Context: an optimization exercise on an open-source flow, tuned for small area, a short achievable clock period and few clock cycles. The choices shown serve that exercise and are no tape-out recipe.
No activity file was given, so power comes from the tool's default toggle rates.

lane 5:
==> flow/design.v <==
package flexka_pkg;
  typedef logic [16-1:0] word_t;
  typedef logic [$clog2(8):0] in_addr_t;
  typedef logic [$clog2(16)-1:0] out_addr_t;
  typedef logic [31:0] cycle_t;
  typedef enum logic [2:0] {
    NONE    = 3'd0,
    SIZE_A  = 3'd1,
    SIZE_B  = 3'd2,
    DATA_A  = 3'd3,
    DATA_B  = 3'd4,
    OUTADDR = 3'd5,
    START   = 3'd6
  } command_e;
  typedef enum logic [1:0] {
    IDLE, CLEAR, MULTIPLY, FLUSH
  } state_e;
endpackage
`timescale 1ns/100ps
module flexka (
  input  logic        clk,
  input  logic        rstn,
  input  logic        cmd_valid,
  input  logic [2:0]  cmd,
  input  logic [15:0] cmd_data,
  output logic [1:0]  flexka_state,
  output logic [15:0] out_data,
  output logic [31:0] elapsed_cycles
);
  localparam logic [2:0] C_SIZE_A = 3'd1, C_SIZE_B = 3'd2, C_DATA_A = 3'd3,
                         C_DATA_B = 3'd4, C_OUTADDR = 3'd5, C_START = 3'd6;
  localparam int AW = 36;
  function automatic logic [63:0] csa32(input logic [31:0] x, y, z);
    csa32 = {((x & y) | (x & z) | (y & z)) << 1, x ^ y ^ z};
  endfunction
  function automatic logic [2*AW-1:0] csaw(input logic [AW-1:0] x, y, z);
    csaw = {((x & y) | (x & z) | (y & z)) << 1, x ^ y ^ z};
  endfunction
  function automatic logic [17:0] triple(input logic [15:0] b);
    logic [17:0] x, y, g, p, cg, cp;
    x = {2'b0, b};
    y = {1'b0, b, 1'b0};
    g = x & y;
    p = x ^ y;
    cg = g;
    cp = p;
    for (int d = 1; d < 18; d = d * 2)
      for (int i = 17; i >= 0; i--)
        if ((i & d) != 0) begin
          cg[i] = cg[i] | (cp[i] & cg[(i & ~(d - 1)) - 1]);
          cp[i] = cp[i] & cp[(i & ~(d - 1)) - 1];
        end
    triple = p ^ {cg[16:0], 1'b0};
  endfunction
  logic [15:0] mem_a [8];
  logic [15:0] mem_b [8];
  logic [2:0]  ptr_a, ptr_b;
  logic [2:0]  na1, nb1;   
  logic start;
  assign start = cmd_valid && cmd == C_START && !flexka_state[0];
  always_ff @(posedge clk) begin
    if (!rstn) begin
      ptr_a <= '0;
      ptr_b <= '0;
    end else if (cmd_valid) begin
      case (cmd)
        C_SIZE_A: ptr_a <= '0;
        C_SIZE_B: ptr_b <= '0;
        C_DATA_A: ptr_a <= ptr_a + 3'd1;
        C_DATA_B: ptr_b <= ptr_b + 3'd1;
        default: ;
      endcase
    end
  end
  always_ff @(posedge clk) begin
    if (cmd_valid && cmd == C_SIZE_A) na1 <= cmd_data[2:0] - 3'd1;
    if (cmd_valid && cmd == C_SIZE_B) nb1 <= cmd_data[2:0] - 3'd1;
    for (int k = 0; k < 8; k++) begin
      if (cmd_valid && cmd == C_DATA_A && ptr_a == 3'(k)) mem_a[k] <= cmd_data;
      if (cmd_valid && cmd == C_DATA_B && ptr_b == 3'(k)) mem_b[k] <= cmd_data;
    end
  end
  logic        eng, load, l_ce, l_last;
  logic [2:0]  li, lj, li0, lj0;
  assign load   = start || eng;
  assign l_ce   = (li == na1) || (lj == 3'd0);
  assign l_last = l_ce && (li0 == na1) && (lj0 == nb1);
  always_ff @(posedge clk) begin
    if (!rstn) eng <= 1'b0;
    else eng <= load && !l_last;
    if (load && !l_last) begin
      if (!l_ce) begin
        li <= li + 3'd1; lj <= lj - 3'd1;
      end else if (lj0 != nb1) begin
        li <= li0; lj <= lj0 + 3'd1; lj0 <= lj0 + 3'd1;
      end else begin
        li <= li0 + 3'd1; lj <= lj0; li0 <= li0 + 3'd1;
      end
    end else begin
      li <= '0; lj <= '0; li0 <= '0; lj0 <= '0;
    end
  end
  logic [15:0] a_w, b_w;
  assign a_w = mem_a[li];
  assign b_w = mem_b[lj];
  logic        a_v, a_first, a_ce, a_last;
  logic [7:0]  s1, s2, s3;    
  logic [15:0] opb;
  logic [17:0] opb3;
  always_ff @(posedge clk) begin
    if (!rstn) a_v <= 1'b0;
    else a_v <= load;
    a_first <= start;
    a_ce    <= l_ce;
    a_last  <= l_last;
    for (int k = 0; k < 8; k++) begin
      s1[k] <= load && a_w[2*k+1 -: 2] == 2'd1;
      s2[k] <= load && a_w[2*k+1 -: 2] == 2'd2;
      s3[k] <= load && a_w[2*k+1 -: 2] == 2'd3;
    end
    opb  <= b_w;
    opb3 <= triple(b_w);
  end
  logic [31:0] pp [8];
  logic [31:0] l1 [6];
  logic [31:0] l2 [4];
  logic [31:0] l3 [3];
  always_comb begin
    for (int k = 0; k < 8; k++)
      pp[k] = ((s1[k] ? 32'(opb) : 32'd0) | (s2[k] ? 32'({opb, 1'b0}) : 32'd0) |
               (s3[k] ? 32'(opb3) : 32'd0)) << (2 * k);
    for (int g = 0; g < 2; g++) {l1[2*g+1], l1[2*g]} = csa32(pp[3*g], pp[3*g+1], pp[3*g+2]);
    l1[4] = pp[6];
    l1[5] = pp[7];
    for (int g = 0; g < 2; g++) {l2[2*g+1], l2[2*g]} = csa32(l1[3*g], l1[3*g+1], l1[3*g+2]);
    {l3[1], l3[0]} = csa32(l2[0], l2[1], l2[2]);
    l3[2] = l2[3];
  end
  logic [31:0]   br [3];
  logic          b_first, b_ce, b_last, pend;
  logic [AW-1:0] acc_s, acc_c;
  always_ff @(posedge clk) begin
    if (!rstn) begin
      b_ce   <= 1'b0;
      b_last <= 1'b0;
    end else begin
      b_ce   <= a_v && a_ce && !a_last;
      b_last <= a_v && a_last;
    end
    b_first <= a_first;
    for (int k = 0; k < 3; k++) br[k] <= l3[k];
  end
  logic [AW-1:0] x_s, x_c, t1s, t1c, t2s, t2c, t3s, t3c;
  always_comb begin
    x_s = b_first ? '0 : pend ? AW'(acc_s[AW-1:16]) : acc_s;
    x_c = b_first ? '0 : pend ? AW'(acc_c[AW-1:16]) : acc_c;
    {t1c, t1s} = csaw(AW'(br[0]), AW'(br[1]), AW'(br[2]));
    {t2c, t2s} = csaw(t1s, t1c, x_s);
    {t3c, t3s} = csaw(t2s, t2c, x_c);
  end
  always_ff @(posedge clk) begin
    acc_s <= t3s;
    acc_c <= t3c;
    pend  <= b_ce;
  end
  logic        c_v;
  logic [3:0]  wk;
  logic        cout_r;
  logic [15:0] mem_p [14];
  logic [16:0] wsum;
  assign c_v    = pend;
  assign wsum = 17'(acc_s[15:0]) + 17'(acc_c[15:0]) + 17'(cout_r);
  always_ff @(posedge clk) begin
    if (start) begin
      wk     <= '0;
      cout_r <= 1'b0;
    end else if (c_v) begin
      wk     <= wk + 4'd1;
      cout_r <= wsum[16];
    end
    for (int k = 0; k < 14; k++)
      if (c_v && wk == 4'(k)) mem_p[k] <= wsum[15:0];
  end
  logic       busy;
  logic [6:0] cnt;
  always_ff @(posedge clk) begin
    if (!rstn) begin
      busy <= 1'b0;
      cnt  <= '0;
    end else begin
      if (start) busy <= 1'b1;
      else if (b_last) busy <= 1'b0;
      if (start) cnt <= '0;
      else if (busy) cnt <= cnt + 7'd1;
    end
  end
  logic [3:0]  ra0, ra1;
  logic [15:0] out_q;
  logic [31:0] top;
  assign top = acc_s[31:0] + acc_c[31:0] + 32'(cout_r);
  always_ff @(posedge clk) begin
    if (!rstn) begin
      ra0 <= '0;
      ra1 <= '0;
    end else begin
      if (cmd_valid && cmd == C_OUTADDR) ra0 <= cmd_data[3:0];
      ra1 <= ra0;
    end
    if (ra1 == wk) out_q <= top[15:0];
    else if (5'(ra1) == 5'(wk) + 5'd1) out_q <= top[31:16];
    else if (ra1 < wk) out_q <= mem_p[ra1];
    else out_q <= '0;
  end
  assign flexka_state   = {1'b0, busy};
  assign out_data       = out_q;
  assign elapsed_cycles = {25'b0, cnt};
endmodule
Settings: LEC_CHECK=0, CAP_MARGIN=20, CORE_MARGIN=2, CORE_UTILIZATION=40, CTS_CLUSTER_DIAMETER=90, CTS_CLUSTER_SIZE=24, SETUP_SLACK_MARGIN=5, SLEW_MARGIN=20; clock period 8.0 ns.
run.sh (not shown) runs the stock make flow with config.mk's settings and CLKGATE_MAP_FILE= SYNTH_SCRIPT=/design/flow/synth_recipe.tcl, a recipe that flattens the netlist after the stock synthesis.
The inputs of lane 3 differ from those of lane 5 as listed below.
-- flow/design.v --
<<< lane 5, line 36
  function automatic logic [2*AW-1:0] csaw(input logic [AW-1:0] x, y, z);
    csaw = {((x & y) | (x & z) | (y & z)) << 1, x ^ y ^ z};
  endfunction
  function automatic logic [17:0] triple(input logic [15:0] b);
    logic [17:0] x, y, g, p, cg, cp;
    x = {2'b0, b};
    y = {1'b0, b, 1'b0};
    g = x & y;
    p = x ^ y;
    cg = g;
    cp = p;
    for (int d = 1; d < 18; d = d * 2)
      for (int i = 17; i >= 0; i--)
        if ((i & d) != 0) begin
          cg[i] = cg[i] | (cp[i] & cg[(i & ~(d - 1)) - 1]);
          cp[i] = cp[i] & cp[(i & ~(d - 1)) - 1];
        end
    triple = p ^ {cg[16:0], 1'b0};
  endfunction
  logic [15:0] mem_a [8];
>>> lane 3, line 36
  function automatic logic [2*AW-1:0] csaw(input logic [AW-1:0] x, y, z);
    csaw = {((x & y) | (x & z) | (y & z)) << 1, x ^ y ^ z};
  endfunction
  logic [15:0] mem_a [8];
<<< lane 5, line 120
    end
    opb  <= b_w;
    opb3 <= triple(b_w);
  end
  logic [31:0] pp [8];
>>> lane 3, line 104
    end
    opb  <= b_w;
    opb3 <= 18'(b_w) + {1'b0, b_w, 1'b0};
  end
  logic [31:0] pp [8];
Lane 3 completed every stage of the flow, and the final layout passed the timing, design-rule and antenna checks.
Lane 3 — register share of the cell area 0.42 points lower, lane 5 as reference
Summary — minimum clock period, lane 3 relative to lane 5: lower, by 0.36 ns.
Taking lane 5 as the reference point, the count of inverters not on the clock network in the layout of lane 3 rises by 1.
On number of filler cells placed in the layout, lane 3 and lane 5 are basically level.
Power share of the combinational group for lane 3 is higher than for lane 5.
Compared with lane 5, lane 3 instantiates a larger number of standard cells.
Function was not checked in any run of this note: the RTL went through the layout flow alone.

[port drivers added, routing unchanged]
The flow's constraints put no driver on any port. The routed layouts listed below were extracted and timed again, unchanged, in two steps.
Step 1 (the two cells are an assumption about what drives the block):
set clk [get_ports {clk}]
set_driving_cell -lib_cell sky130_fd_sc_hd__clkbuf_16 $clk
set_driving_cell -lib_cell sky130_fd_sc_hd__buf_2 [delete_from_list [all_inputs] $clk]
Step 2, shift: input delay + t, output delay - t, t = (earliest + latest rising clock arrival at the registers) / 2. This alone moves slack from input paths to output paths.
a / b / c = no drivers / after step 1 / after step 2; a / b = the first two.
| run | t, ns | setup slack, ns | worst setup path after step 2 | worst register clock-pin slew, ns | cell pins on the clock port's net |
|---|---|---|---|---|---|
| lane 5 | 0.657 | 4.472 / 4.472 / 4.420 | input to register | 0.10 / 0.10 | 1 |
| lane 3 | 0.663 | 4.833 / 4.833 / 4.449 | input to register | 0.10 / 0.10 | 1 |
After both steps setup and hold are still met in every run listed. The setup slack of lane 3, which loses most, moves by 0.000 ns with the drivers and by -0.384 ns with both steps.
